Source: an optimization exercise on an open RTL-to-GDS flow (aim: small area, a short achievable clock period and few clock cycles). Production flows keep margins and buffers that such runs may drop.
The RTL was checked by simulation tests, not by an equivalence proof against the original design.

`flow/config.mk`:
```
export PLATFORM = sky130hd
export DESIGN_NAME = vblank_rate_monitor
export DESIGN_NICKNAME = vblank_rate_monitor
export VERILOG_FILES = /design/flow/design.v
export SDC_FILE = /design/flow/constraint.sdc
export NUM_CORES = 4
export LEC_CHECK = 0
export CAP_MARGIN = 20
export CORE_MARGIN = 2
export CORE_UTILIZATION = 55
export SETUP_SLACK_MARGIN = 4.5
export SLEW_MARGIN = 20
```
`flow/constraint.sdc`:
```
create_clock -name core_clock -period 12.0 [get_ports {clk}]
set_input_delay 2.4000 -clock core_clock [delete_from_list [all_inputs] [get_ports {clk}]]
set_output_delay 2.4000 -clock core_clock [all_outputs]
set_load 0.01 [all_outputs]
```
`flow/design.v`:
```
`default_nettype none
package vrm_pkg;
    localparam int unsigned SEQ_W      = 64;
    localparam int unsigned TIME_W     = 64;
    localparam int unsigned HOST_W     = 63;
    localparam int unsigned ADV_W      = 31;
    localparam int unsigned RATE_W     = 32;
    localparam int unsigned VERDICT_W  = 3;
    localparam int unsigned PPM_W      = 20;
    localparam int unsigned WIN_W      = 40;
    localparam int unsigned SLEW_W     = 30;
    localparam int unsigned STREAK_W   = 8;
    localparam int unsigned MUL_W      = 32;
    localparam int unsigned CFG_IDX_W  = 3;
    localparam int unsigned CFG_DATA_W = 40;
    localparam logic REQ_SETUP  = 1'b0;
    localparam logic REQ_VBLANK = 1'b1;
    localparam logic [VERDICT_W-1:0] V_NONE      = 3'd0;
    localparam logic [VERDICT_W-1:0] V_IN_BAND   = 3'd1;
    localparam logic [VERDICT_W-1:0] V_CANDIDATE = 3'd2;
    localparam logic [VERDICT_W-1:0] V_CONFIRMED = 3'd3;
    localparam logic [VERDICT_W-1:0] V_DISCARDED = 3'd4;
    localparam logic [CFG_IDX_W-1:0] CFG_CLOCK_RATE   = 3'd0;
    localparam logic [CFG_IDX_W-1:0] CFG_WINDOW       = 3'd1;
    localparam logic [CFG_IDX_W-1:0] CFG_MISMATCH_MIN = 3'd2;
    localparam logic [CFG_IDX_W-1:0] CFG_MISMATCH_MAX = 3'd3;
    localparam logic [CFG_IDX_W-1:0] CFG_AGREE        = 3'd4;
    localparam logic [CFG_IDX_W-1:0] CFG_MAX_SLEW     = 3'd5;
    localparam logic [RATE_W-1:0] CLOCK_RATE_RST   = 32'd0;
    localparam logic [WIN_W-1:0]  WINDOW_RST       = 40'd5000000000;
    localparam logic [PPM_W-1:0]  MISMATCH_MIN_RST = 20'd300;
    localparam logic [PPM_W-1:0]  MISMATCH_MAX_RST = 20'd5000;
    localparam logic [PPM_W-1:0]  AGREE_RST        = 20'd100;
    localparam logic [SLEW_W-1:0] MAX_SLEW_RST     = 30'd1000000;
    localparam logic [MUL_W-1:0]    NS_PER_S    = 32'd1000000000;
    localparam logic [MUL_W-1:0]    PPM_SCALE   = 32'd1000000;
    localparam logic [ADV_W-1:0]    SEQ_ADV_MAX = 31'h7FFF_FFFF;
    localparam logic [RATE_W-1:0]   RATE_MAX    = 32'hFFFF_FFFF;
    localparam logic [STREAK_W-1:0] WARN_STREAK = 8'd3;
    localparam logic [STREAK_W-1:0] STREAK_MAX  = 8'hFF;
    typedef struct packed {
        logic              req_type;
        logic [SEQ_W-1:0]  vblank_seq;
        logic [TIME_W-1:0] vblank_time_ns;
        logic [HOST_W-1:0] host_time_ns;
    } vrm_req_t;
    typedef struct packed {
        logic [ADV_W-1:0]     seq_advance;
        logic [TIME_W-1:0]    corrected_time_ns;
        logic [VERDICT_W-1:0] verdict;
        logic [RATE_W-1:0]    measured_rate_q;
        logic                 streak_warning;
    } vrm_res_t;
    typedef struct packed {
        logic [RATE_W-1:0] clock_rate_q;
        logic [WIN_W-1:0]  window_ns;
        logic [PPM_W-1:0]  mismatch_min_ppm;
        logic [PPM_W-1:0]  mismatch_max_ppm;
        logic [PPM_W-1:0]  agree_ppm;
        logic [SLEW_W-1:0] max_slew_ns;
    } vrm_cfg_t;
endpackage
`default_nettype wire
`default_nettype none
module vrm_add #(parameter int W = 64)
(
    input  logic [W-1:0] a,
    input  logic [W-1:0] b,
    input  logic         ci,
    output logic [W-1:0] s,
    output logic         co
);
    localparam int L = $clog2(W);
    logic [W-1:0] g [0:2*L];
    logic [W-1:0] p [0:2*L];
    always_comb
    begin
        g[0] = a & b;
        p[0] = a ^ b;
        g[0][0] = (a[0] & b[0]) | (ci & (a[0] ^ b[0]));
        for (int l = 0; l < L; l++)
        begin
            g[l+1] = g[l];
            p[l+1] = p[l];
            for (int i = 0; i < W; i++)
                if (((i + 1) % (1 << (l + 1))) == 0)
                begin
                    g[l+1][i] = g[l][i] | (p[l][i] & g[l][i - (1 << l)]);
                    p[l+1][i] = p[l][i] & p[l][i - (1 << l)];
                end
        end
        for (int l = L - 1; l >= 1; l--)
        begin
            g[2*L-l] = g[2*L-l-1];
            p[2*L-l] = p[2*L-l-1];
            for (int i = 0; i < W; i++)
                if ((((i + 1) % (1 << l)) == (1 << (l - 1))) && (i >= (1 << l)))
                begin
                    g[2*L-l][i] = g[2*L-l-1][i] | (p[2*L-l-1][i] & g[2*L-l-1][i - (1 << (l - 1))]);
                    p[2*L-l][i] = p[2*L-l-1][i] & p[2*L-l-1][i - (1 << (l - 1))];
                end
        end
        s[0] = p[0][0] ^ ci;
        for (int i = 1; i < W; i++)
            s[i] = p[0][i] ^ g[2*L-1][i-1];
        co = g[2*L-1][W-1];
    end
endmodule
`default_nettype wire
`default_nettype none
module vrm_div4
(
    input  logic [29:0] r,
    input  logic [29:0] d,
    input  logic [31:0] d3,
    output logic [1:0]  q,
    output logic [29:0] rn
);
    logic [31:0] w;
    logic [31:0] t1;
    logic [31:0] t2;
    logic [31:0] t3;
    logic        ge1;
    logic        ge2;
    logic        ge3;
    assign w = {r, 2'b00};
    vrm_add #(32) u_t1 (.a(w), .b(~{2'b0, d}), .ci(1'b1), .s(t1), .co(ge1));
    vrm_add #(32) u_t2 (.a(w), .b(~{1'b0, d, 1'b0}), .ci(1'b1), .s(t2), .co(ge2));
    vrm_add #(32) u_t3 (.a(w), .b(~d3), .ci(1'b1), .s(t3), .co(ge3));
    always_comb
    begin
        if (ge3)
        begin
            q  = 2'd3;
            rn = t3[29:0];
        end
        else if (ge2)
        begin
            q  = 2'd2;
            rn = t2[29:0];
        end
        else if (ge1)
        begin
            q  = 2'd1;
            rn = t1[29:0];
        end
        else
        begin
            q  = 2'd0;
            rn = w[29:0];
        end
    end
endmodule
`default_nettype wire
`default_nettype none
module vrm_ppmcs
(
    input  logic [22:0] rs,
    input  logic [22:0] rc,
    input  logic        b,
    input  logic [19:0] m,
    output logic [1:0]  k,
    output logic [22:0] rs_n,
    output logic [22:0] rc_n
);
    logic [22:0] a1;
    logic [22:0] a2;
    logic [22:0] a3;
    logic [22:0] ts;
    logic [22:0] tc;
    logic [5:0]  e;
    logic [22:0] neg;
    always_comb
    begin
        a1 = {rs[21:0], 1'b0};
        a2 = {rc[21:0], 1'b0};
        a3 = b ? {3'b0, m} : 23'd0;
        ts = a1 ^ a2 ^ a3;
        tc = {((a1[21:0] & a2[21:0]) | (a1[21:0] & a3[21:0]) | (a2[21:0] & a3[21:0])), 1'b0};
        e  = ts[22:17] + tc[22:17];
        if (e[5])
            k = 2'd0;
        else if (e >= 6'd23)
            k = 2'd3;
        else if (e >= 6'd16)
            k = 2'd2;
        else if (e >= 6'd8)
            k = 2'd1;
        else
            k = 2'd0;
        case (k)
            2'd3:    neg = 23'(-23'sd3000000);
            2'd2:    neg = 23'(-23'sd2000000);
            2'd1:    neg = 23'(-23'sd1000000);
            default: neg = 23'd0;
        endcase
        rs_n = ts ^ tc ^ neg;
        rc_n = {((ts[21:0] & tc[21:0]) | (ts[21:0] & neg[21:0]) | (tc[21:0] & neg[21:0])), 1'b0};
    end
endmodule
`default_nettype wire
`default_nettype none
module vblank_rate_monitor
(
    input  logic        clk,
    input  logic        rst_n,
    input  logic        in_valid,
    output logic        in_stall,
    input  logic        in_req_type,
    input  logic [63:0] in_vblank_seq,
    input  logic [63:0] in_vblank_time_ns,
    input  logic [62:0] in_host_time_ns,
    output logic        out_valid,
    input  logic        out_stall,
    output logic [30:0] out_seq_advance,
    output logic [63:0] out_corrected_time_ns,
    output logic [2:0]  out_verdict,
    output logic [31:0] out_measured_rate_q,
    output logic        out_streak_warning,
    input  logic        cfg_we,
    input  logic [2:0]  cfg_index,
    input  logic [39:0] cfg_data
);
    localparam logic [21:0] C_NS = 22'd3906250;    
    localparam logic [1:0] S_IDLE = 2'd0;
    localparam logic [1:0] S_MUL  = 2'd1;
    localparam logic [1:0] S_DIV  = 2'd2;
    localparam logic [1:0] S_FIN  = 2'd3;
    logic [31:0] clock_rate_q;
    logic [39:0] window_ns;
    logic [19:0] mismatch_min_ppm;
    logic [19:0] mismatch_max_ppm;
    logic [19:0] agree_ppm;
    logic [29:0] max_slew_ns;
    always_ff @(posedge clk or negedge rst_n)
    begin
        if (!rst_n)
        begin
            clock_rate_q     <= 32'd0;
            window_ns        <= 40'd5000000000;
            mismatch_min_ppm <= 20'd300;
            mismatch_max_ppm <= 20'd5000;
            agree_ppm        <= 20'd100;
            max_slew_ns      <= 30'd1000000;
        end
        else if (cfg_we)
        begin
            case (cfg_index)
                3'd0: clock_rate_q     <= cfg_data[31:0];
                3'd1: window_ns        <= cfg_data[39:0];
                3'd2: mismatch_min_ppm <= cfg_data[19:0];
                3'd3: mismatch_max_ppm <= cfg_data[19:0];
                3'd4: agree_ppm        <= cfg_data[19:0];
                3'd5: max_slew_ns      <= cfg_data[29:0];
                default:
                begin
                end
            endcase
        end
    end
    logic [1:0]  state;
    logic        running;
    logic [63:0] last_seq;
    logic [63:0] offset;
    logic [63:0] anchor_seq;
    logic [63:0] anchor_time;
    logic        anchor_valid;
    logic [31:0] pending;
    logic [7:0]  streak;
    logic        ir_type;
    logic [63:0] ir_seq;
    logic [63:0] ir_vt;
    logic [63:0] ir_hv;
    logic        out_valid_r;
    logic [30:0] adv_r;
    logic [63:0] cor_r;
    logic [2:0]  verdict_r;
    logic        warn_r;
    logic        rate_on;
    logic [63:0] rem_r;
    logic [31:0] q_r;
    logic [4:0]  cnt_r;
    logic [5:0]  chunk_r;
    logic [29:0] chunk_p;
    logic        ovf_r;
    logic        first_r;
    logic        narrow_r;     
    logic [31:0] d3_r;         
    logic [1:0]  pj_job;
    logic        pj_busy;
    logic        pj_cfg;
    logic [3:0]  pj_pos;
    logic [32:0] pj_q;
    logic        pj_nz;
    logic [32:0] t_min;
    logic [32:0] t_max;
    logic        out_free;
    logic        consume;
    logic [63:0] hv_in;
    assign out_free = !out_valid_r || !out_stall;
    assign in_stall = (state != S_IDLE) || adj_r || !out_free || pj_cfg;
    assign consume  = in_valid && !in_stall;
    assign ir_type = in_req_type;
    assign ir_seq  = in_vblank_seq;
    assign ir_vt   = in_vblank_time_ns;
    assign ir_hv   = hv_in;
    vrm_add #(64) u_hv (.a({1'b0, in_host_time_ns}), .b(~in_vblank_time_ns), .ci(1'b1),
                        .s(hv_in), .co());
    logic        is_setup;
    logic        same_seq;
    logic        take;
    logic [63:0] d;
    logic        d_pos_big;
    logic        d_neg_big;
    logic        lo_gt;
    logic        lo_c;
    logic        adj_r;
    logic        adj_neg;
    logic [63:0] cor_sum;
    logic [63:0] adv_full;
    logic [63:0] dt;
    logic [63:0] n_full;
    logic [39:0] win;
    logic        dt_ge_win;
    logic        closes;
    logic        fast_n;
    logic [29:0] prod0;
    assign is_setup = (ir_type == 1'b0);
    assign same_seq = (ir_seq == last_seq);
    assign take     = consume && !is_setup && running && !same_seq;
    logic [63:0] d_s;
    logic [63:0] d_c;
    assign d_s = {1'b0, in_host_time_ns} ^ ~in_vblank_time_ns ^ ~offset;
    assign d_c = ({1'b0, in_host_time_ns} & ~in_vblank_time_ns)
               | ({1'b0, in_host_time_ns} & ~offset)
               | (~in_vblank_time_ns & ~offset);
    vrm_add #(64) u_d    (.a(d_s), .b({d_c[62:0], 1'b1}), .ci(1'b1), .s(d), .co());
    assign lo_gt = (d[29:0] > max_slew_ns);
    vrm_add #(30) u_lo (.a(d[29:0]), .b(max_slew_ns), .ci(1'b0), .s(), .co(lo_c));
    assign d_pos_big = !d[63] && ((|d[62:30]) || lo_gt);
    assign d_neg_big = d[63] && !(lo_c && (&d[62:30]));
    vrm_add #(64) u_adv (.a(ir_seq), .b(~last_seq), .ci(1'b1), .s(adv_full), .co());
    logic        vt_ge_at;
    vrm_add #(64) u_dt  (.a(ir_vt), .b(~anchor_time), .ci(1'b1), .s(dt), .co(vt_ge_at));
    vrm_add #(64) u_n   (.a(ir_seq), .b(~anchor_seq), .ci(1'b1), .s(n_full), .co());
    assign win       = (window_ns == 40'd0) ? 40'd1 : window_ns;
    logic [65:0] e_a;
    logic [65:0] e_b;
    logic [65:0] e_c;
    logic [65:0] e_s;
    logic [65:0] e_cy;
    logic [65:0] e;
    assign e_a  = {2'b0, ir_vt};
    assign e_b  = ~{2'b0, anchor_time};
    assign e_c  = ~{26'b0, win};
    assign e_s  = e_a ^ e_b ^ e_c;
    assign e_cy = (e_a & e_b) | (e_a & e_c) | (e_b & e_c);
    vrm_add #(66) u_e (.a(e_s), .b({e_cy[64:0], 1'b1}), .ci(1'b1), .s(e), .co());
    assign dt_ge_win = vt_ge_at ? !e[65] : !(e[65] && !e[64]);
    assign closes    = anchor_valid && dt_ge_win;
    assign fast_n    = (n_full[63:8] == 56'd0);
    logic [7:0] n_lo;
    assign n_lo = ir_seq[7:0] - anchor_seq[7:0];
    assign prod0     = chunk_p;
    logic        mbit;
    logic [21:0] acc_lo;
    logic        acc_c;
    logic [41:0] acc_hi;
    logic [63:0] acc_next;
    logic        ovf_next;
    assign chunk_p  = n_lo * C_NS;
    assign mbit     = anchor_seq[chunk_r];
    vrm_add #(22) u_acc (.a({rem_r[20:0], 1'b0}), .b(mbit ? C_NS : 22'd0), .ci(1'b0), .s(acc_lo), .co(acc_c));
    assign acc_hi   = rem_r[62:21] + {41'b0, acc_c};
    assign acc_next = {acc_hi, acc_lo};
    assign ovf_next = ovf_r || rem_r[63] || (acc_c && (&rem_r[62:21]));
    logic [64:0] s1_t;
    logic        s1_c;
    logic        s1_ge;
    logic [63:0] s1_r;
    logic        sat_now;
    vrm_add #(65) u_s1 (.a({rem_r, 1'b0}), .b(~{1'b0, anchor_time}), .ci(1'b1), .s(s1_t), .co(s1_c));
    assign s1_ge = s1_c;
    assign s1_r  = s1_ge ? s1_t[63:0] : {rem_r[62:0], 1'b0};
    assign sat_now = first_r && (ovf_r || (rem_r >= anchor_time));
    logic [1:0]  n4_q1;
    logic [29:0] n4_r1;
    logic [1:0]  n4_q2;
    logic [29:0] n4_r2;
    vrm_div4 u_n4a (.r(rem_r[29:0]), .d(anchor_time[29:0]), .d3(d3_r), .q(n4_q1), .rn(n4_r1));
    vrm_div4 u_n4b (.r(n4_r1), .d(anchor_time[29:0]), .d3(d3_r), .q(n4_q2), .rn(n4_r2));
    logic        div_last;
    assign div_last = narrow_r ? (cnt_r == 5'd7) : (cnt_r == 5'd31);
    logic [31:0] t3_a;
    logic [31:0] t3_b;
    logic [31:0] t3_c;
    logic [31:0] t3_d;
    logic [31:0] t3_s1;
    logic [31:0] t3_c1;
    logic [31:0] t3_s2;
    logic [31:0] t3_c2;
    logic [31:0] d3;
    assign t3_a  = ir_vt[31:0];
    assign t3_b  = {ir_vt[30:0], 1'b0};
    assign t3_c  = ~anchor_time[31:0];
    assign t3_d  = ~{anchor_time[30:0], 1'b0};
    assign t3_s1 = t3_a ^ t3_b ^ t3_c;
    assign t3_c1 = (t3_a & t3_b) | (t3_a & t3_c) | (t3_b & t3_c);
    assign t3_s2 = t3_s1 ^ {t3_c1[30:0], 1'b0} ^ t3_d;
    assign t3_c2 = (t3_s1 & {t3_c1[30:0], 1'b0}) | (t3_s1 & t3_d) | ({t3_c1[30:0], 1'b0} & t3_d);
    vrm_add #(32) u_d3 (.a(t3_s2), .b({t3_c2[30:0], 1'b1}), .ci(1'b1), .s(d3), .co());
    logic [31:0] rate;
    logic [32:0] dc;
    logic [31:0] xc;
    logic [32:0] dp;
    logic [31:0] xp;
    logic        discard;
    logic        in_band;
    logic        agree;
    logic [7:0]  streak_inc;
    logic        fin_go;
    logic        fin_cmp;
    logic        fin_cand;
    assign rate = q_r;
    vrm_add #(33) u_dc (.a({1'b0, rate}), .b(~{1'b0, clock_rate_q}), .ci(1'b1), .s(dc), .co());
    vrm_add #(33) u_dp (.a({1'b0, rate}), .b(~{1'b0, pending}), .ci(1'b1), .s(dp), .co());
    logic [32:0] pj_qm1;
    assign xc = dc[32] ? ~dc[31:0] : dc[31:0];
    assign xp = dp[32] ? ~dp[31:0] : dp[31:0];
    assign pj_qm1  = pj_q - 33'd1;
    assign discard = dc[32] ? ({1'b0, xc} >= t_max) : ({1'b0, xc} > t_max);
    assign in_band = dc[32] ? ({1'b0, xc} < t_min) : ({1'b0, xc} <= t_min);
    assign agree   = dp[32] ? ((pj_q != 33'd0)
                               && (({1'b0, xp} < pj_qm1) || (({1'b0, xp} == pj_qm1) && pj_nz)))
                            : (({1'b0, xp} < pj_q) || (({1'b0, xp} == pj_q) && pj_nz));
    assign streak_inc = (streak == 8'hFF) ? streak : streak + 8'd1;
    assign fin_go   = (state == S_FIN) && !pj_busy && out_free;
    assign fin_cmp  = fin_go && (clock_rate_q != 32'd0);
    assign fin_cand = fin_cmp && !discard && !in_band && ((pending == 32'd0) || !agree);
    always_ff @(posedge clk or negedge rst_n)
    begin
        if (!rst_n)
        begin
            state        <= S_IDLE;
            running      <= 1'b0;
            last_seq     <= 64'd0;
            offset       <= 64'd0;
            adj_r        <= 1'b0;
            anchor_valid <= 1'b0;
            pending      <= 32'd0;
            streak       <= 8'd0;
            out_valid_r  <= 1'b0;
        end
        else
        begin
            if (!out_stall)
                out_valid_r <= 1'b0;
            if (adj_r)
            begin
                adj_r  <= 1'b0;
                offset <= cor_sum;
                if (state == S_IDLE)
                    out_valid_r <= 1'b1;
            end
            case (state)
                S_IDLE:
                begin
                    if (consume && is_setup)
                    begin
                        running      <= 1'b1;
                        last_seq     <= ir_seq;
                        offset       <= ir_hv;
                        anchor_valid <= 1'b0;
                        pending      <= 32'd0;
                    end
                    else if (take)
                    begin
                        if (!d_pos_big && !d_neg_big)
                            offset <= ir_hv;
                        adj_r        <= d_pos_big || d_neg_big;
                        last_seq     <= ir_seq;
                        anchor_valid <= 1'b1;
                        if (closes)
                            state <= fast_n ? S_DIV : S_MUL;
                        else if (!d_pos_big && !d_neg_big)
                            out_valid_r <= 1'b1;
                    end
                end
                S_MUL:
                begin
                    if (chunk_r == 6'd0)
                        state <= S_DIV;
                end
                S_DIV:
                begin
                    if (sat_now || div_last)
                        state <= S_FIN;
                end
                default:
                begin
                    if (fin_go)
                    begin
                        state       <= S_IDLE;
                        out_valid_r <= 1'b1;
                        if (fin_cmp)
                        begin
                            if (discard)
                            begin
                                streak  <= streak_inc;
                                pending <= 32'd0;
                            end
                            else if (in_band)
                            begin
                                pending <= 32'd0;
                                streak  <= 8'd0;
                            end
                            else if (pending == 32'd0 || !agree)
                            begin
                                pending <= rate;
                            end
                            else
                            begin
                                streak  <= 8'd0;
                                running <= 1'b0;
                            end
                        end
                    end
                end
            endcase
        end
    end
    always_ff @(posedge clk)
    begin
        case (state)
            S_IDLE:
            begin
                if (take)
                begin
                    adv_r     <= (|adv_full[63:31]) ? 31'h7FFF_FFFF : adv_full[30:0];
                    cor_r     <= ir_vt;
                    adj_neg   <= d_neg_big;
                    verdict_r <= 3'd0;
                    warn_r    <= 1'b0;
                    rate_on   <= 1'b0;
                    if (!anchor_valid)
                    begin
                        anchor_seq  <= ir_seq;
                        anchor_time <= ir_vt;
                    end
                    else if (closes)
                    begin
                        anchor_seq  <= n_full;
                        anchor_time <= dt;
                    end
                    ovf_r   <= |n_full[63:48];
                    rem_r   <= fast_n ? {34'b0, prod0} : 64'd0;
                    chunk_r <= 6'd47;
                    cnt_r   <= 5'd0;
                    first_r <= 1'b1;
                    narrow_r <= (dt[63:30] == 34'd0);
                    d3_r     <= d3;
                end
            end
            S_MUL:
            begin
                chunk_r <= chunk_r - 6'd1;
                rem_r   <= acc_next;
                ovf_r   <= ovf_next;
            end
            S_DIV:
            begin
                first_r <= 1'b0;
                rem_r   <= narrow_r ? {34'b0, n4_r2} : s1_r;
                cnt_r   <= cnt_r + 5'd1;
                if (sat_now)
                begin
                    q_r     <= 32'hFFFF_FFFF;
                    rate_on <= 1'b1;
                end
                else
                begin
                    q_r <= narrow_r ? {q_r[27:0], n4_q1, n4_q2} : {q_r[30:0], s1_ge};
                    if (div_last)
                        rate_on <= 1'b1;
                end
            end
            default:
            begin
                if (fin_go)
                begin
                    anchor_seq  <= last_seq;
                    anchor_time <= cor_r;
                end
                if (fin_cmp)
                begin
                    if (discard)
                    begin
                        verdict_r <= 3'd4;
                        warn_r    <= (streak_inc == 8'd3);
                    end
                    else if (in_band)
                        verdict_r <= 3'd1;
                    else if (pending == 32'd0 || !agree)
                        verdict_r <= 3'd2;
                    else
                        verdict_r <= 3'd3;
                end
            end
        endcase
    end
    logic        pj_ld;        
    logic        pj_fold;      
    logic [32:0] pj_opr;
    logic [4:0]  pj_v;
    logic [22:0] pj_rs;
    logic [22:0] pj_rc;
    logic [19:0] pj_m;
    logic [19:0] pj_mr;
    logic [1:0]  pj_k1;
    logic [1:0]  pj_k2;
    logic [1:0]  pj_k3;
    logic [22:0] pj_s1;
    logic [22:0] pj_c1;
    logic [22:0] pj_s2;
    logic [22:0] pj_c2;
    logic [22:0] pj_s3;
    logic [22:0] pj_c3;
    logic [32:0] pj_qf;
    logic [22:0] pj_rf;
    logic        pj_corr;
    always_comb
    begin
        case (pj_job)
            2'd0:    pj_m = mismatch_min_ppm;
            2'd1:    pj_m = mismatch_max_ppm;
            default: pj_m = agree_ppm;
        endcase
        pj_qf = {pj_q[29:0], 3'b0} + {28'b0, pj_v};
    end
    vrm_ppmcs u_pj1 (.rs(pj_rs), .rc(pj_rc), .b(pj_opr[32]), .m(pj_mr), .k(pj_k1), .rs_n(pj_s1), .rc_n(pj_c1));
    vrm_ppmcs u_pj2 (.rs(pj_s1), .rc(pj_c1), .b(pj_opr[31]), .m(pj_mr), .k(pj_k2), .rs_n(pj_s2), .rc_n(pj_c2));
    vrm_ppmcs u_pj3 (.rs(pj_s2), .rc(pj_c2), .b(pj_opr[30]), .m(pj_mr), .k(pj_k3), .rs_n(pj_s3), .rc_n(pj_c3));
    vrm_add #(23) u_pjf (.a(pj_rs), .b(pj_rc), .ci(1'b0), .s(pj_rf), .co());
    assign pj_corr = (pj_rf >= 23'd1000000);
    logic pj_step;
    assign pj_step = pj_busy && !pj_ld && !pj_fold;
    always_ff @(posedge clk or negedge rst_n)
    begin
        if (!rst_n)
        begin
            pj_busy <= 1'b0;
            pj_cfg  <= 1'b0;
            pj_ld   <= 1'b0;
            pj_fold <= 1'b0;
            pj_job  <= 2'd0;
            pj_pos  <= 4'd10;
        end
        else if (cfg_we)
        begin
            pj_busy <= 1'b1;
            pj_cfg  <= 1'b1;
            pj_ld   <= 1'b1;
            pj_fold <= 1'b0;
            pj_job  <= 2'd0;
        end
        else if (fin_cand)
        begin
            pj_busy <= 1'b1;
            pj_ld   <= 1'b0;
            pj_fold <= 1'b0;
            pj_job  <= 2'd2;
            pj_pos  <= 4'd10;
        end
        else if (pj_ld)
        begin
            pj_ld  <= 1'b0;
            pj_pos <= 4'd10;
        end
        else if (pj_fold)
        begin
            pj_fold <= 1'b0;
            if (pj_job == 2'd2)
            begin
                pj_busy <= 1'b0;
                pj_cfg  <= 1'b0;
            end
            else
            begin
                pj_job <= pj_job + 2'd1;
                pj_ld  <= 1'b1;
            end
        end
        else if (pj_busy)
        begin
            pj_pos <= pj_pos - 4'd1;
            if (pj_pos == 4'd0)
                pj_fold <= 1'b1;
        end
    end
    always_ff @(posedge clk)
    begin
        if (fin_cand || pj_ld)
        begin
            pj_q   <= 33'd0;
            pj_rs  <= 23'd0;
            pj_rc  <= 23'd0;
            pj_v   <= 5'd0;
            pj_mr  <= fin_cand ? agree_ppm : pj_m;
            pj_opr <= {1'b0, fin_cand ? rate : ((pj_job == 2'd2) ? pending : clock_rate_q)};
        end
        else if (pj_fold)
        begin
            pj_q  <= pj_qf + {32'b0, pj_corr};
            pj_nz <= (pj_rf != 23'd0) && (pj_rf != 23'd1000000);
            if (pj_job == 2'd0)
                t_min <= pj_qf + {32'b0, pj_corr};
            if (pj_job == 2'd1)
                t_max <= pj_qf + {32'b0, pj_corr};
        end
        else if (pj_step)
        begin
            pj_q   <= pj_qf;
            pj_v   <= {1'b0, pj_k1, 2'b0} + {2'b0, pj_k2, 1'b0} + {3'b0, pj_k3};
            pj_rs  <= pj_s3;
            pj_rc  <= pj_c3;
            pj_opr <= {pj_opr[29:0], 3'b0};
        end
    end
    assign out_valid             = out_valid_r;
    assign out_seq_advance       = adv_r;
    vrm_add #(64) u_cor (.a(adj_r ? (adj_neg ? ~{34'b0, max_slew_ns} : {34'b0, max_slew_ns}) : cor_r),
                         .b(offset), .ci(adj_r && adj_neg), .s(cor_sum), .co());
    assign out_corrected_time_ns = cor_sum;
    assign out_verdict           = verdict_r;
    assign out_measured_rate_q   = rate_on ? q_r : 32'd0;
    assign out_streak_warning    = warn_r;
endmodule
`default_nettype wire
```
`flow/run.sh`:
```
#!/bin/bash
# synth_recipe.tcl (not shown) runs the flow's synth.tcl, then flattens the netlist and writes it again
# the make line also repeats each setting of config.mk as NAME=value (left out here)
make -C /OpenROAD-flow-scripts/flow DESIGN_CONFIG=/design/flow/config.mk WORK_HOME=/design/flow/orfs CLKGATE_MAP_FILE= SYNTH_SCRIPT=/design/flow/synth_recipe.tcl finish
```
==> impl_metrics.py, run 1 <==
metrics = {
    "outcome": {
        "status": "complete, no violations",
    },
    "placement": {
        "portBuffers": 372,
        "place_congestion": 0.980,
        "dp_hpwl_um": 249000,
    },
    "layout": {
        "multi_input_area_um2": 67000,
        "regArea_um2": 25100,
        "final_cell_mix": "inv_1, ha_1, a21oi_1",
        "nFillCells": 14300,
        "final_common_cell": "inv_1",
        "area_growth_pct": 17.1,
        "utilization_pct": 64.9,
        "drive_above_1_share_pct": 13.9,
        "fin_nets": 12600,
    },
    "sta": {
        "final_max_slew_viol_count": 0,
        "tightestPinTransition_ns": 1.24,
        "max_freq_ghz": 0.111,
        "fin_worst_skew_ns": 0.0375,
        "hold_viol_final": 0,
        "setup_violations": 0,
        "period_needed_ns": 9.03,
        "rsz0062_at_grt": "yes",
        "relSlewSlack_pct": 16.3,
        "fin_crit_sh_pct": 75.2,
        "fin_tns_setup_ns": 0,
        "whs_ns": 0.471,
    },
    "global_route": {
        "grt_max_degree": 133,
        "grt_first_pass_wirelength_um": 485000,
        "grt_overflow_total": 0,
        "gr-usage-all-layers_pct": 36.3,
        "antenna_found_initial": 15,
        "first_global_vias": 79600,
    },
    "logic_synthesis": {
        "synth-edff-count": 490,
        "ys_seq_elements": 918,
        "ys_top_cells_by_area": "ha_1, edfxtp_1, fa_1",
        "avgSynthCellArea_um2": 9.62,
        "synth_seq_area_share_pct": 26.3,
        "netlist.area_leader.share_pct": 15.7,
        "synth_warnings": 27,
        "async_flop_share_pct": 37.7,
        "yosysUniqueCellTypes": 109,
        "synth-main-ff-cell": "edfxtp_1",
        "yosys.area.top_type": "ha_1",
        "synth_cells": 9894,
        "syn_nets": 12000,
        "synth_area_um2": 95100,
    },
    "route": {
        "vias": 78500,
        "drt_pass1_iterations": 6,
        "drt_iter0_drc": 6258,
        "drc": 0,
        "detail-route-antenna-nets": 0,
        "viasPerCell": 6.07,
        "wl_um": 323000,
        "wire_per_inst_um": 25.0,
    },
    "worst_setup_path": {
        "cp.required_ns": 12.64,
        "crit_type": "reg2reg",
        "cp-start-kind": "flip-flop",
        "crit_slowest_cell": "fa_2",
        "endpoint_kind": "flip-flop",
        "r2r-start": "pj_mr[17]$_DFFE_PN_",
        "timing.rr.end": "pj_rc[7]$_SDFFE_PN0P_",
        "worst-path-max-fanout": 4,
        "cp.arrival_ns": 9.67,
        "ff2ff_setup_slack_ns": 2.97,
        "r2r_cells": 48,
        "max_stage_delay_ns": 0.57,
    },
    "hold_path": {
        "hold_path.class": "reg2reg",
        "holdPathEnd": "pj_rs[19]$_SDFFE_PN0P_",
        "whs_path_depth": 2,
        "hp-start": "pj_rs[19]$_SDFFE_PN0P_",
    },
    "clock_tree": {
        "clock_sinks": 918,
        "root_buffer": "clkbuf_16",
        "htree_num_levels": 3,
        "clk_latency_ns": 0.79,
        "tritoncts": "yes",
        "cts_made_buffers": 114,
        "clock_path_buffers": 3,
        "cts.clk_slew.worst_paths_ns": 0.07,
    },
    "floorplan": {
        "start_util_pct": 55.4,
        "ios": 373,
        "num_rows": 152,
        "die_w_um": 420,
        "die_area_um2": 176000,
        "core-area_um2": 172000,
        "die_h_um": 420,
    },
    "flow_run": {
        "cap_violations": 0,
    },
}
-- metrics by stage --
step                      std cells  area (um2)  setup WS, ns
final                         12900      111000          2.97
after CTS                     12800      109000          3.09
after detailed placement      12400      102000          1.97
after global routing          12900      111000          2.65
after global placement        12400      102000          2.16
after floorplan                9894       95900          3.22
-- cell usage after synthesis, drive strengths merged, types with 17 or more instances --
cell type and count:
inv 1218, ha 1192, a21oi 698, fa 668, nand2 663, nor2 577
o21ai 508, edfxtp 490, a21o 388, xnor2 372, dfrtp 314, mux2i 280
xor2 265, clkbuf 223, nand4 155, mux2 149, nand3 134, nor3 122
and2 101, a211oi 100, nor4 95, o21a 88, dfxtp 82, buf 78
o21bai 78, nand2b 73, nor2b 73, o211ai 69, and3 48, a22oi 46
a31oi 41, a22o 38, and4 37, dfstp 32, o2bb2ai 25, o31ai 25
a221oi 23, o22ai 23, mux4 21, a31o 20, or2 18, a221o 17
-- state kept, by name, indices dropped and copies added (netlist names), 40 cells and up --
| signal | count |
|---|---|
| offset | 64 |
| cor_r | 64 |
| last_seq | 64 |
| window_ns | 40 |
| rem_r | 64 |
| anchor_time | 64 |
| anchor_seq | 64 |
-- layer usage --
layer | GRT usage, % | vias up | part of all wire (%)
li1 | - | 36000 | -
met1 | 45.5 | 39000 | 40
met2 | 61.0 | 2744 | 48
met3 | 5.09 | 719 | 5.8
met4 | 18.7 | 6 | 6.1
met5 | 0 | - | 0.0096
-- timing repair --
action | CTS | global route
cloned | 10 | 7
pin swaps | 185 | 146
gates resized for setup | 677 | 302
endpoints found under the setup margin | 640 | 572
buffers inserted | 176 | 155
hold buffers | 0 | 0
-- cell type report --
class                           count  area share (%)
Tap cell                         2310            2.59
Clock buffer                      152            2.86
Multi-Input combinational cell   7454            60.2
Sequential cell                   918            22.5
Antenna cell                        8          0.0180
Inverter                         1222            4.28
Timing Repair inverter              1         0.00449
Timing Repair Buffer              814            6.91
Clock inverter                     65           0.672
-- cell families after synthesis --
kind of cell | Yosys count | synth area share, %
multiplexers | 450 | 5.22
AND/OR/NAND/NOR | 2170 | 11.0
flip-flops | 918 | 26.3
adder cells (fa/ha/maj) | 1860 | 29.7
buffers and inverters | 1523 | 6.20
AO/OA/AOI/OAI | 2336 | 15.6
XOR/XNOR | 637 | 5.86
-- worst max-delay path, delay by kind of cell, from the launching register on --
family / cells / cell delay (ns)
adders and majority gates: 13 / 4.16
AOI/OAI and AO/OA: 13 / 2.04
buffers and inverters: 15 / 1.33
and+or+nand+nor: 4 / 0.51
xor gates and xnor gates: 3 / 0.44
DFF: 1 / 0.41
-- worst max-delay path by stage --
stage          cells past startpoint                     from  slack, ns                endpoint
6_report                          48      pj_mr[17]$_DFFE_PN_       2.97   pj_rc[7]$_SDFFE_PN0P_
5_1_grt                           48      pj_mr[18]$_DFFE_PN_       2.65   pj_rc[7]$_SDFFE_PN0P_
2_1_floorplan                     50  pj_opr[32]$_SDFFE_PN0P_       3.22   pj_rs[6]$_SDFFE_PN0P_
4_1_cts                           45      pj_mr[17]$_DFFE_PN_       3.09   pj_rs[8]$_SDFFE_PN0P_
3_5_place_dp                      48  pj_opr[32]$_SDFFE_PN0P_       1.97  pj_rc[21]$_SDFFE_PN0P_
3_3_place_gp                      48  pj_opr[32]$_SDFFE_PN0P_       2.16  pj_rc[21]$_SDFFE_PN0P_
Testbench counts, summed over its fixed seeds: cycles 11,317.
==> run 2, diff against run 1 <==
--- a/flow/config.mk
+++ b/flow/config.mk
@@ -9,4 +9,4 @@
 export CORE_MARGIN = 2
-export CORE_UTILIZATION = 55
-export SETUP_SLACK_MARGIN = 4.5
+export CORE_UTILIZATION = 60
+export SETUP_SLACK_MARGIN = 2
 export SLEW_MARGIN = 20
==> run 2 against run 1 <==
Still clean. Worst hold slack gained 0.0048 ns. Largest cell class unchanged. Wire length down 5.4%. Clock skew grew 0.0081 ns. Non-clock buffer count decreased by 326.
==> impl_metrics.py, run 2 <==
metrics = {
    "clock_tree": {
        "htree_num_levels": 3,
        "cts_hold_buf": 0,
        "clock_sinks": 918,
        "cts_made_buffers": 108,
        "root_buffer": "clkbuf_16",
        "tritoncts": "yes",
        "clk_latency_ns": 0.78,
        "clock_path_buffers": 3,
        "cts.clk_slew.worst_paths_ns": 0.06,
    },
    "layout": {
        "regArea_um2": 25100,
        "drive_above_1_share_pct": 6.28,
        "instances_no_fill": 12400,
        "fin_area_um2": 105000,
        "utilization_pct": 66.7,
        "area_growth_pct": 10.6,
        "fin_nets": 12300,
        "multi_input_area_um2": 64500,
        "final_common_cell": "inv_1",
        "nFillCells": 12800,
        "final_cell_mix": "inv_1, ha_1, a21oi_1",
    },
    "worst_setup_path": {
        "r2r-start": "pj_opr[32]$_SDFFE_PN0P_",
        "max_stage_delay_ns": 0.58,
        "r2r_cells": 43,
        "endpoint_kind": "output port",
        "crit_type": "reg2out",
        "path_cells": "and2_1 -> buf_4 -> fa_1 -> inv_1 -> fa_1 -> nor2b_1 -> o21a_1 -> a311o_1 -> o211ai_1 -> o21a_2 -> o41ai_1 -> buf_4 -> a311o_1 -> o31a_1 -> a31o_2 -> a21o_1 -> a41oi_1 -> a21oi_1 -> fa_1 -> xor2_2 -> xnor2_2 -> buf_4 -> clkdlybuf4s50_1",
        "worst-path-max-fanout": 35,
        "crit_slowest_cell": "dfrtp_4",
        "cp-start-kind": "flip-flop",
        "timing.rr.end": "pj_rs[8]$_SDFFE_PN0P_",
        "cp.required_ns": 9.60,
        "ff2ff_setup_slack_ns": 2.38,
        "cp.arrival_ns": 7.46,
    },
    "sta": {
        "fin_worst_skew_ns": 0.0456,
        "setup_violations": 0,
        "final_max_slew_viol_count": 0,
        "hold_viol_final": 0,
        "tightestPinTransition_ns": 1.28,
        "fin_tns_setup_ns": 0,
        "period_needed_ns": 9.86,
        "max_freq_ghz": 0.101,
        "relSlewSlack_pct": 13.8,
        "rsz0062_at_grt": "no",
        "fin_crit_sh_pct": 82.1,
    },
    "floorplan": {
        "start_util_pct": 60.3,
        "core-area_um2": 158000,
        "die_h_um": 402,
        "num_rows": 146,
        "die_area_um2": 162000,
        "die_w_um": 402,
        "ios": 373,
    },
    "logic_synthesis": {
        "ys_top_cells_by_area": "ha_1, edfxtp_1, fa_1",
        "ys_seq_elements": 918,
        "syn_nets": 12000,
        "avgSynthCellArea_um2": 9.62,
        "yosysMostFrequentCell": "inv_1",
        "synth-edff-count": 490,
        "synth-main-ff-cell": "edfxtp_1",
        "yosys.area.top_type": "ha_1",
        "async_flop_share_pct": 37.7,
        "yosysUniqueCellTypes": 109,
        "synth_area_um2": 95100,
        "synth_seq_area_share_pct": 26.3,
        "netlist.area_leader.share_pct": 15.7,
        "synth_cells": 9894,
        "synthTopCellsByCount": "inv_1, ha_1, a21oi_1",
        "synth_warnings": 27,
    },
    "placement": {
        "place_congestion": 0.971,
        "dp_hpwl_um": 243000,
        "dp.cells": 12100,
        "portBuffers": 372,
        "dpl-instance-area_um2": 101000,
    },
    "global_route": {
        "gr-usage-all-layers_pct": 37.6,
        "grt_first_pass_wirelength_um": 468000,
        "antenna_found_initial": 19,
        "first_global_vias": 78200,
        "grt_overflow_total": 0,
        "grt_max_degree": 129,
    },
    "route": {
        "viasPerCell": 6.22,
        "drt_pass1_iterations": 8,
        "detail-route-antenna-nets": 0,
        "wire_per_inst_um": 24.7,
        "wl_um": 306000,
        "drt_iter0_drc": 6661,
        "vias": 77000,
        "drc": 0,
    },
    "hold_path": {
        "holdPathEnd": "pj_rc[19]$_SDFFE_PN0P_",
        "whs_path_depth": 2,
        "hp-start": "pj_rc[19]$_SDFFE_PN0P_",
        "hold_path.class": "reg2reg",
    },
    "flow_run": {
        "cap_violations": 0,
    },
    "outcome": {
        "status": "complete, no violations",
    },
}
## run 2: cell counts after synthesis
No cell type changed its count.
## run 2: how the worst max path moves through the flow
stage,from,end,slack [ns],cells past startpoint
final,adj_r$_DFF_PN0_,out_corrected_time_ns[63],2.14,23
after floorplan,pj_opr[32]$_SDFFE_PN0P_,pj_rs[8]$_SDFFE_PN0P_,2.33,45
after global placement,pj_opr[32]$_SDFFE_PN0P_,pj_v[3]$_SDFFE_PN0P_,1.61,49
after detailed placement,pj_opr[32]$_SDFFE_PN0P_,pj_v[3]$_SDFFE_PN0P_,1.51,49
after global routing,pj_opr[32]$_SDFFE_PN0P_,pj_rs[13]$_SDFFE_PN0P_,1.88,43
after CTS,adj_r$_DFF_PN0_,out_corrected_time_ns[63],2.01,22
## run 2: stage by stage
step	setup WS (ns)	hold WS, ns
after CTS	2.01	0.471
final	2.14	0.476
after global routing	1.88	0.485
after global placement	1.61	0.450
after detailed placement	1.51	0.463
after floorplan	2.33	0.440
## run 2: area by class of cell
type                    count  share of cell area, %
clock buffers             134                   2.80
clock inverters            70                  0.757
inverters                1222                   4.37
well taps                2072                   2.46
diodes                     14                 0.0333
multi-input cells        7453                   61.3
repair buffers            488                   4.47
flip-flops and latches    918                   23.8
## run 2: repair_timing
item,in CTS,in global routing
cloned,0,1
buffers inserted,1,21
setup endpoints to repair,28,32
hold endpoints to repair,0,0
resized for setup,12,30
pin swaps,2,29
## run 2: cell families after synthesis
group | Yosys count | share of synthesized area, %
compound gates | 2336 | 15.6
xor+xnor | 637 | 5.86
fa+ha+maj | 1860 | 29.7
buf+inv | 1523 | 6.20
flops | 918 | 26.3
mux | 450 | 5.22
simple gates | 2170 | 11.0
## run 2: worst max-delay path, delay by kind of cell, from the launching register on
| family | cells | cell delay (ns) |
|---|---|---|
| AOI/OAI and AO/OA | 11 | 3.07 |
| buffers and inverters | 5 | 1.22 |
| adders and majority gates | 3 | 1.17 |
| DFF | 1 | 0.58 |
| xor gates and xnor gates | 2 | 0.37 |
| and+or+nand+nor | 2 | 0.24 |
## run 2: per-layer routing
layer  global-route usage (%)  vias up  share of wire (%)  routed length (um)
met5                        0        -              0.026                  80
met4                     19.2       12                5.9               18100
met3                     4.48      753                6.3               19300
met2                     63.0     2972                 48              147000
met1                     48.0    37900                 40              122000
li1                         -    35400                  -                   -
==> run 3, diff against run 2 <==
--- a/flow/design.v
+++ b/flow/design.v
@@ -112,12 +112,12 @@
 (
-    input  logic [29:0] r,
-    input  logic [29:0] d,
-    input  logic [31:0] d3,
+    input  logic [33:0] r,
+    input  logic [33:0] d,
+    input  logic [35:0] d3,
     output logic [1:0]  q,
-    output logic [29:0] rn
+    output logic [33:0] rn
 );
-    logic [31:0] w;
-    logic [31:0] t1;
-    logic [31:0] t2;
-    logic [31:0] t3;
+    logic [35:0] w;
+    logic [35:0] t1;
+    logic [35:0] t2;
+    logic [35:0] t3;
     logic        ge1;
@@ -126,5 +126,5 @@
     assign w = {r, 2'b00};
-    vrm_add #(32) u_t1 (.a(w), .b(~{2'b0, d}), .ci(1'b1), .s(t1), .co(ge1));
-    vrm_add #(32) u_t2 (.a(w), .b(~{1'b0, d, 1'b0}), .ci(1'b1), .s(t2), .co(ge2));
-    vrm_add #(32) u_t3 (.a(w), .b(~d3), .ci(1'b1), .s(t3), .co(ge3));
+    vrm_add #(36) u_t1 (.a(w), .b(~{2'b0, d}), .ci(1'b1), .s(t1), .co(ge1));
+    vrm_add #(36) u_t2 (.a(w), .b(~{1'b0, d, 1'b0}), .ci(1'b1), .s(t2), .co(ge2));
+    vrm_add #(36) u_t3 (.a(w), .b(~d3), .ci(1'b1), .s(t3), .co(ge3));
     always_comb
@@ -134,3 +134,3 @@
             q  = 2'd3;
-            rn = t3[29:0];
+            rn = t3[33:0];
         end
@@ -139,3 +139,3 @@
             q  = 2'd2;
-            rn = t2[29:0];
+            rn = t2[33:0];
         end
@@ -144,3 +144,3 @@
             q  = 2'd1;
-            rn = t1[29:0];
+            rn = t1[33:0];
         end
@@ -149,3 +149,3 @@
             q  = 2'd0;
-            rn = w[29:0];
+            rn = w[33:0];
         end
@@ -155,45 +155,49 @@
 `default_nettype none
-module vrm_ppmcs
+module vrm_ppm4
 (
-    input  logic [22:0] rs,
-    input  logic [22:0] rc,
-    input  logic        b,
+    input  logic [19:0] r,
+    input  logic [1:0]  d,
     input  logic [19:0] m,
-    output logic [1:0]  k,
-    output logic [22:0] rs_n,
-    output logic [22:0] rc_n
+    input  logic [15:0] m3h,      
+    input  logic [7:0]  m3l,      
+    output logic [2:0]  k,
+    output logic [19:0] rn
 );
-    logic [22:0] a1;
-    logic [22:0] a2;
-    logic [22:0] a3;
-    logic [22:0] ts;
-    logic [22:0] tc;
-    logic [5:0]  e;
-    logic [22:0] neg;
+    localparam logic [16:0] K1 = 17'd15625;
+    logic [7:0]  dml;
+    logic [15:0] dmh;
+    logic [8:0]  s;
+    logic [16:0] t;
+    logic [16:0] sub;
+    logic [16:0] th;
     always_comb
     begin
-        a1 = {rs[21:0], 1'b0};
-        a2 = {rc[21:0], 1'b0};
-        a3 = b ? {3'b0, m} : 23'd0;
-        ts = a1 ^ a2 ^ a3;
-        tc = {((a1[21:0] & a2[21:0]) | (a1[21:0] & a3[21:0]) | (a2[21:0] & a3[21:0])), 1'b0};
-        e  = ts[22:17] + tc[22:17];
-        if (e[5])
-            k = 2'd0;
-        else if (e >= 6'd23)
-            k = 2'd3;
-        else if (e >= 6'd16)
-            k = 2'd2;
-        else if (e >= 6'd8)
-            k = 2'd1;
-        else
-            k = 2'd0;
+        case (d)
+            2'd0:    begin dml = 8'd0;               dmh = 16'd0;               end
+            2'd1:    begin dml = {2'b0, m[5:0]};     dmh = {2'b0, m[19:6]};     end
+            2'd2:    begin dml = {1'b0, m[5:0], 1'b0}; dmh = {1'b0, m[19:6], 1'b0}; end
+            default: begin dml = m3l;                dmh = m3h;                 end
+        endcase
+        s = {1'b0, r[5:0], 2'b00} + {1'b0, dml};
+        t = {1'b0, r[19:6], 2'b00} + {1'b0, dmh} + {14'b0, s[8:6]};
+        if (t >= 7 * K1)      k = 3'd7;
+        else if (t >= 6 * K1) k = 3'd6;
+        else if (t >= 5 * K1) k = 3'd5;
+        else if (t >= 4 * K1) k = 3'd4;
+        else if (t >= 3 * K1) k = 3'd3;
+        else if (t >= 2 * K1) k = 3'd2;
+        else if (t >= K1)     k = 3'd1;
+        else                  k = 3'd0;
         case (k)
-            2'd3:    neg = 23'(-23'sd3000000);
-            2'd2:    neg = 23'(-23'sd2000000);
-            2'd1:    neg = 23'(-23'sd1000000);
-            default: neg = 23'd0;
+            3'd7:    sub = 7 * K1;
+            3'd6:    sub = 6 * K1;
+            3'd5:    sub = 5 * K1;
+            3'd4:    sub = 4 * K1;
+            3'd3:    sub = 3 * K1;
+            3'd2:    sub = 2 * K1;
+            3'd1:    sub = K1;
+            default: sub = 17'd0;
         endcase
-        rs_n = ts ^ tc ^ neg;
-        rc_n = {((ts[21:0] & tc[21:0]) | (ts[21:0] & neg[21:0]) | (tc[21:0] & neg[21:0])), 1'b0};
+        th = t - sub;
+        rn = {th[13:0], s[5:0]};
     end
@@ -281,3 +285,3 @@
     logic [31:0] q_r;
-    logic [4:0]  cnt_r;
+    logic [3:0]  cnt_r;
     logic [5:0]  chunk_r;
@@ -287,3 +291,3 @@
     logic        narrow_r;     
-    logic [31:0] d3_r;         
+    logic [35:0] d3_r;         
     logic [1:0]  pj_job;
@@ -293,3 +297,3 @@
     logic [32:0] pj_q;
-    logic        pj_nz;
+    logic [19:0] pj_r;
     logic [32:0] t_min;
@@ -380,2 +384,6 @@
     logic [63:0] s1_r;
+    logic [64:0] s2_t;
+    logic        s2_c;
+    logic        s2_ge;
+    logic [63:0] s2_r;
     logic        sat_now;
@@ -384,29 +392,32 @@
     assign s1_r  = s1_ge ? s1_t[63:0] : {rem_r[62:0], 1'b0};
+    vrm_add #(65) u_s2 (.a({s1_r, 1'b0}), .b(~{1'b0, anchor_time}), .ci(1'b1), .s(s2_t), .co(s2_c));
+    assign s2_ge = s2_c;
+    assign s2_r  = s2_ge ? s2_t[63:0] : {s1_r[62:0], 1'b0};
     assign sat_now = first_r && (ovf_r || (rem_r >= anchor_time));
     logic [1:0]  n4_q1;
-    logic [29:0] n4_r1;
+    logic [33:0] n4_r1;
     logic [1:0]  n4_q2;
-    logic [29:0] n4_r2;
-    vrm_div4 u_n4a (.r(rem_r[29:0]), .d(anchor_time[29:0]), .d3(d3_r), .q(n4_q1), .rn(n4_r1));
-    vrm_div4 u_n4b (.r(n4_r1), .d(anchor_time[29:0]), .d3(d3_r), .q(n4_q2), .rn(n4_r2));
+    logic [33:0] n4_r2;
+    vrm_div4 u_n4a (.r(rem_r[33:0]), .d(anchor_time[33:0]), .d3(d3_r), .q(n4_q1), .rn(n4_r1));
+    vrm_div4 u_n4b (.r(n4_r1), .d(anchor_time[33:0]), .d3(d3_r), .q(n4_q2), .rn(n4_r2));
     logic        div_last;
-    assign div_last = narrow_r ? (cnt_r == 5'd7) : (cnt_r == 5'd31);
-    logic [31:0] t3_a;
-    logic [31:0] t3_b;
-    logic [31:0] t3_c;
-    logic [31:0] t3_d;
-    logic [31:0] t3_s1;
-    logic [31:0] t3_c1;
-    logic [31:0] t3_s2;
-    logic [31:0] t3_c2;
-    logic [31:0] d3;
-    assign t3_a  = ir_vt[31:0];
-    assign t3_b  = {ir_vt[30:0], 1'b0};
-    assign t3_c  = ~anchor_time[31:0];
-    assign t3_d  = ~{anchor_time[30:0], 1'b0};
+    assign div_last = narrow_r ? (cnt_r == 4'd7) : (cnt_r == 4'd15);
+    logic [35:0] t3_a;
+    logic [35:0] t3_b;
+    logic [35:0] t3_c;
+    logic [35:0] t3_d;
+    logic [35:0] t3_s1;
+    logic [35:0] t3_c1;
+    logic [35:0] t3_s2;
+    logic [35:0] t3_c2;
+    logic [35:0] d3;
+    assign t3_a  = ir_vt[35:0];
+    assign t3_b  = {ir_vt[34:0], 1'b0};
+    assign t3_c  = ~anchor_time[35:0];
+    assign t3_d  = ~{anchor_time[34:0], 1'b0};
     assign t3_s1 = t3_a ^ t3_b ^ t3_c;
     assign t3_c1 = (t3_a & t3_b) | (t3_a & t3_c) | (t3_b & t3_c);
-    assign t3_s2 = t3_s1 ^ {t3_c1[30:0], 1'b0} ^ t3_d;
-    assign t3_c2 = (t3_s1 & {t3_c1[30:0], 1'b0}) | (t3_s1 & t3_d) | ({t3_c1[30:0], 1'b0} & t3_d);
-    vrm_add #(32) u_d3 (.a(t3_s2), .b({t3_c2[30:0], 1'b1}), .ci(1'b1), .s(d3), .co());
+    assign t3_s2 = t3_s1 ^ {t3_c1[34:0], 1'b0} ^ t3_d;
+    assign t3_c2 = (t3_s1 & {t3_c1[34:0], 1'b0}) | (t3_s1 & t3_d) | ({t3_c1[34:0], 1'b0} & t3_d);
+    vrm_add #(36) u_d3 (.a(t3_s2), .b({t3_c2[34:0], 1'b1}), .ci(1'b1), .s(d3), .co());
     logic [31:0] rate;
@@ -433,4 +444,4 @@
     assign agree   = dp[32] ? ((pj_q != 33'd0)
-                               && (({1'b0, xp} < pj_qm1) || (({1'b0, xp} == pj_qm1) && pj_nz)))
-                            : (({1'b0, xp} < pj_q) || (({1'b0, xp} == pj_q) && pj_nz));
+                               && (({1'b0, xp} < pj_qm1) || (({1'b0, xp} == pj_qm1) && (pj_r != 20'd0))))
+                            : (({1'b0, xp} < pj_q) || (({1'b0, xp} == pj_q) && (pj_r != 20'd0)));
     assign streak_inc = (streak == 8'hFF) ? streak : streak + 8'd1;
@@ -557,5 +568,5 @@
                     chunk_r <= 6'd47;
-                    cnt_r   <= 5'd0;
+                    cnt_r   <= 4'd0;
                     first_r <= 1'b1;
-                    narrow_r <= (dt[63:30] == 34'd0);
+                    narrow_r <= (dt[63:34] == 30'd0);
                     d3_r     <= d3;
@@ -572,4 +583,4 @@
                 first_r <= 1'b0;
-                rem_r   <= narrow_r ? {34'b0, n4_r2} : s1_r;
-                cnt_r   <= cnt_r + 5'd1;
+                rem_r   <= narrow_r ? {30'b0, n4_r2} : s2_r;
+                cnt_r   <= cnt_r + 4'd1;
                 if (sat_now)
@@ -581,3 +592,3 @@
                 begin
-                    q_r <= narrow_r ? {q_r[27:0], n4_q1, n4_q2} : {q_r[30:0], s1_ge};
+                    q_r <= narrow_r ? {q_r[27:0], n4_q1, n4_q2} : {q_r[29:0], s1_ge, s2_ge};
                     if (div_last)
@@ -612,20 +623,12 @@
     logic        pj_fold;      
-    logic [32:0] pj_opr;
-    logic [4:0]  pj_v;
-    logic [22:0] pj_rs;
-    logic [22:0] pj_rc;
+    logic [31:0] pj_opr;
+    logic [5:0]  pj_v;
     logic [19:0] pj_m;
-    logic [19:0] pj_mr;
-    logic [1:0]  pj_k1;
-    logic [1:0]  pj_k2;
-    logic [1:0]  pj_k3;
-    logic [22:0] pj_s1;
-    logic [22:0] pj_c1;
-    logic [22:0] pj_s2;
-    logic [22:0] pj_c2;
-    logic [22:0] pj_s3;
-    logic [22:0] pj_c3;
+    logic [15:0] pj_m3h;
+    logic [7:0]  pj_m3l;
+    logic [2:0]  pj_k1;
+    logic [19:0] pj_r1;
+    logic [2:0]  pj_k2;
+    logic [19:0] pj_r2;
     logic [32:0] pj_qf;
-    logic [22:0] pj_rf;
-    logic        pj_corr;
     always_comb
@@ -637,9 +640,10 @@
         endcase
-        pj_qf = {pj_q[29:0], 3'b0} + {28'b0, pj_v};
+        pj_m3h = {2'b0, pj_m[19:6]} + {1'b0, pj_m[19:6], 1'b0};
+        pj_m3l = {2'b0, pj_m[5:0]} + {1'b0, pj_m[5:0], 1'b0};
+        pj_qf  = {pj_q[28:0], 4'b0} + {27'b0, pj_v};
     end
-    vrm_ppmcs u_pj1 (.rs(pj_rs), .rc(pj_rc), .b(pj_opr[32]), .m(pj_mr), .k(pj_k1), .rs_n(pj_s1), .rc_n(pj_c1));
-    vrm_ppmcs u_pj2 (.rs(pj_s1), .rc(pj_c1), .b(pj_opr[31]), .m(pj_mr), .k(pj_k2), .rs_n(pj_s2), .rc_n(pj_c2));
-    vrm_ppmcs u_pj3 (.rs(pj_s2), .rc(pj_c2), .b(pj_opr[30]), .m(pj_mr), .k(pj_k3), .rs_n(pj_s3), .rc_n(pj_c3));
-    vrm_add #(23) u_pjf (.a(pj_rs), .b(pj_rc), .ci(1'b0), .s(pj_rf), .co());
-    assign pj_corr = (pj_rf >= 23'd1000000);
+    vrm_ppm4 u_pj1 (.r(pj_r), .d(pj_opr[31:30]), .m(pj_m), .m3h(pj_m3h), .m3l(pj_m3l),
+                    .k(pj_k1), .rn(pj_r1));
+    vrm_ppm4 u_pj2 (.r(pj_r1), .d(pj_opr[29:28]), .m(pj_m), .m3h(pj_m3h), .m3l(pj_m3l),
+                    .k(pj_k2), .rn(pj_r2));
     logic pj_step;
@@ -655,3 +659,3 @@
             pj_job  <= 2'd0;
-            pj_pos  <= 4'd10;
+            pj_pos  <= 4'd7;
         end
@@ -671,3 +675,3 @@
             pj_job  <= 2'd2;
-            pj_pos  <= 4'd10;
+            pj_pos  <= 4'd7;
         end
@@ -676,3 +680,3 @@
             pj_ld  <= 1'b0;
-            pj_pos <= 4'd10;
+            pj_pos <= 4'd7;
         end
@@ -704,7 +708,5 @@
             pj_q   <= 33'd0;
-            pj_rs  <= 23'd0;
-            pj_rc  <= 23'd0;
-            pj_v   <= 5'd0;
-            pj_mr  <= fin_cand ? agree_ppm : pj_m;
-            pj_opr <= {1'b0, fin_cand ? rate : ((pj_job == 2'd2) ? pending : clock_rate_q)};
+            pj_r   <= 20'd0;
+            pj_v   <= 6'd0;
+            pj_opr <= fin_cand ? rate : ((pj_job == 2'd2) ? pending : clock_rate_q);
         end
@@ -712,8 +714,8 @@
         begin
-            pj_q  <= pj_qf + {32'b0, pj_corr};
-            pj_nz <= (pj_rf != 23'd0) && (pj_rf != 23'd1000000);
+            pj_q <= pj_qf;
+            pj_v <= 6'd0;
             if (pj_job == 2'd0)
-                t_min <= pj_qf + {32'b0, pj_corr};
+                t_min <= pj_qf;
             if (pj_job == 2'd1)
-                t_max <= pj_qf + {32'b0, pj_corr};
+                t_max <= pj_qf;
         end
@@ -722,6 +724,5 @@
             pj_q   <= pj_qf;
-            pj_v   <= {1'b0, pj_k1, 2'b0} + {2'b0, pj_k2, 1'b0} + {3'b0, pj_k3};
-            pj_rs  <= pj_s3;
-            pj_rc  <= pj_c3;
-            pj_opr <= {pj_opr[29:0], 3'b0};
+            pj_v   <= {1'b0, pj_k1, 2'b0} + {3'b0, pj_k2};
+            pj_r   <= pj_r2;
+            pj_opr <= {pj_opr[27:0], 4'b0};
         end
--- a/flow/config.mk
+++ b/flow/config.mk
@@ -9,4 +9,4 @@
 export CORE_MARGIN = 2
-export CORE_UTILIZATION = 60
-export SETUP_SLACK_MARGIN = 2
+export CORE_UTILIZATION = 55
+export SETUP_SLACK_MARGIN = 3
 export SLEW_MARGIN = 20
==> run 3 against run 2 <==
The layout now fails its checks (negative setup slack). Sequential share of layout area down 2.8 points. Register-to-register slack lost 3.1 ns. Clock-buffer cell count is 16 higher. Die area rose by 13%. Via count up 9.0%. Critical endpoint is now pj_r[14]$_SDFFE_PN0P_.
==> impl_metrics.py, run 3 <==
metrics = {
    "clock_tree": {
        "clk_latency_ns": 0.82,
        "root_buffer": "clkbuf_16",
        "cts.clk_slew.worst_paths_ns": 0.06,
        "htree_num_levels": 3,
        "tritoncts": "yes",
        "cts_made_buffers": 112,
        "clock_path_buffers": 3,
        "clock_sinks": 877,
    },
    "sta": {
        "relSlewSlack_pct": 22.7,
        "rsz0062_at_grt": "yes",
        "setup_ws_ns": -0.689,
        "setup_violations": 8,
        "tightestPinTransition_ns": 1.16,
        "hold_viol_final": 0,
        "period_needed_ns": 12.69,
        "final_max_slew_viol_count": 0,
        "fin_crit_sh_pct": 106,
        "fin_tns_setup_ns": -3.26,
        "max_freq_ghz": 0.0788,
        "fin_worst_skew_ns": 0.0892,
    },
    "layout": {
        "fin_nets": 13400,
        "area_growth_pct": 15.7,
        "drive_above_1_share_pct": 11.5,
        "fin_area_um2": 114000,
        "final_common_cell": "ha_1",
        "final_cell_mix": "ha_1, inv_1, nand2_1",
    },
    "global_route": {
        "gr-usage-all-layers_pct": 36.0,
        "grt_max_degree": 144,
        "first_global_vias": 84900,
        "grt_overflow_total": 0,
        "antenna_found_initial": 15,
        "grt_first_pass_wirelength_um": 510000,
    },
    "floorplan": {
        "num_rows": 155,
        "die_w_um": 428,
        "ios": 373,
        "start_util_pct": 55.4,
        "die_area_um2": 183000,
        "core-area_um2": 178000,
        "die_h_um": 428,
    },
    "route": {
        "wl_um": 335000,
        "drt_iter0_drc": 6656,
        "viasPerCell": 6.13,
        "drc": 0,
        "detail-route-antenna-nets": 0,
        "vias": 83900,
        "drt_pass1_iterations": 6,
        "wire_per_inst_um": 24.5,
    },
    "logic_synthesis": {
        "yosys.area.top_type": "ha_1",
        "synth_seq_area_share_pct": 24.3,
        "ys_top_cells_by_area": "ha_1, edfxtp_1, fa_1",
        "syn_nets": 12700,
        "synth-main-ff-cell": "edfxtp_1",
        "synth_cells": 10500,
        "synthTopCellsByCount": "ha_1, inv_1, nand2_1",
        "synth_area_um2": 98800,
        "yosysUniqueCellTypes": 113,
        "synth-edff-count": 472,
        "avgSynthCellArea_um2": 9.37,
        "yosysMostFrequentCell": "ha_1",
        "netlist.area_leader.share_pct": 16.7,
        "synth_warnings": 24,
        "async_flop_share_pct": 39.5,
        "ys_seq_elements": 877,
    },
    "outcome": {
        "status": "failed layout checks",
        "so_faults": "negative setup slack",
    },
    "worst_setup_path": {
        "cp.arrival_ns": 13.37,
        "ff2ff_setup_slack_ns": -0.69,
        "crit_slowest_cell": "or4_4",
        "cp.required_ns": 12.68,
        "cp-start-kind": "flip-flop",
        "crit_type": "reg2reg",
        "max_stage_delay_ns": 0.53,
        "worst-path-max-fanout": 7,
        "cp_common_cell": "ha_4",
        "endpoint_kind": "flip-flop",
    },
    "hold_path": {
        "hold_path.class": "reg2reg",
    },
    "flow_run": {
        "cap_violations": 0,
    },
    "placement": {
        "dpl-instance-area_um2": 108000,
        "place_congestion": 1.02,
        "dp_hpwl_um": 266000,
        "portBuffers": 372,
    },
}
==> run 3: area by class of cell <==
type / count / area (um2)
Clock inverter: 64 / 851
Multi-Input combinational cell: 8139 / 70800
Inverter: 1221 / 4680
Fill cell: 15000 / 64100
Antenna cell: 13 / 32.5
Tap cell: 2355 / 2950
Timing Repair Buffer: 865 / 7780
Sequential cell: 877 / 24100
Clock buffer: 150 / 3110
==> run 3: cell families (layout without fill, tap and decap cells) <==
group | after synthesis | in the layout | share of synthesized area [%]
simple gates | 2348 | 2348 | 11.3
fa+ha+maj | 1952 | 1952 | 29.5
xor+xnor | 694 | 694 | 6.15
compound gates | 2625 | 2625 | 17.0
mux | 520 | 520 | 5.76
buf+inv | 1525 | 2300 | 5.89
flops | 877 | 877 | 24.3
other cells | 0 | 13 | 0
==> run 3: worst max-delay path, delay by kind of cell, from the launching register on <==
family	cells	cell delay, ns
buffers and inverters	10	1.14
AO/OA/AOI/OAI	29	4.94
AND/OR/NAND/NOR	15	2.13
adder cells (fa/ha/maj)	12	3.11
flip-flops	1	0.42
XOR/XNOR	3	0.48
multiplexers	1	0.31
==> run 3: worst paths after layout <==
kind / depth (start not counted) / end / from
max: 70 / pj_r[14]$_SDFFE_PN0P_ / pj_job[0]$_DFFE_PN0P_
max reg2reg: 70 / pj_r[14]$_SDFFE_PN0P_ / pj_job[0]$_DFFE_PN0P_
min reg2reg: 2 / pj_r[0]$_SDFFE_PN0P_ / pj_r[0]$_SDFFE_PN0P_
min in group asynchronous: 1 / offset[25]$_DFF_PN0_ / rst_n
min: 2 / pj_r[0]$_SDFFE_PN0P_ / pj_r[0]$_SDFFE_PN0P_
max in group asynchronous: 3 / mismatch_max_ppm[19]$_DFFE_PN0P_ / rst_n
==> run 3: routing by layer <==
metal / track usage [%] / vias up / wire (um)
li1: - / 38700 / -
met1: 45.4 / 41400 / 134000
met2: 60.2 / 2983 / 158000
met3: 4.81 / 760 / 21100
met4: 19.1 / 6 / 21000
met5: 0 / - / 39
==> run 3: through the flow <==
stage	setup slack (ns)	std cells	hold WS (ns)	util (%)
after global placement	-0.642	13300	0.486	60.3
final	-0.689	13700	0.503	64.1
after CTS	-0.553	13600	0.504	63.3
after global routing	-1.37	13700	0.517	64.1
after floorplan	-0.0838	10500	0.440	-
after detailed placement	-0.887	13300	0.495	60.3
==> run 3: repair_timing <==
item / CTS / global route
setup endpoints to repair: 399 / 239
hold buffers: 0 / 0
gates cloned: 2 / 0
pin swaps: 98 / 93
resized for setup: 195 / 197
buffers inserted: 74 / 71
Testbench counts of run 3, summed over its fixed seeds: cycles 11,140.

what the ideal ports hide:
The flow's constraints put no driver on any port. The routed layouts listed below were extracted and timed again, unchanged, in two steps.
Step 1 assumes that a clkbuf_16 drives the clock port and a buf_2 every other input.
Step 2 times the ports against the registers' clock, not the clock port: input delays grow and output delays shrink by t, the midpoint of the rising clock arrivals with the driver on.
Three values: ideal ports, drivers, drivers and shift; two values: the first two.
run | t (ns) | slack for setup (ns) | worst hold slack (ns) | latest minus earliest clock arrival (ns) | worst slew at a driven data input, ns
run 1 | 0.871 | 2.971 / 2.971 / 2.971 | 0.471 / 0.471 / 0.471 | 0.037 / 0.038 | 0.14
run 2 | 0.845 | 2.145 / 2.052 / 1.849 | 0.476 / 0.476 / 0.476 | 0.045 / 0.046 | 0.14
run 3 | 0.869 | -0.689 / -0.689 / -0.689 | 0.503 / 0.503 / 0.503 | 0.093 / 0.093 | 0.23
For run 2, which loses most, drivers alone change the setup slack by -0.093 ns; drivers and shift together by -0.296 ns.
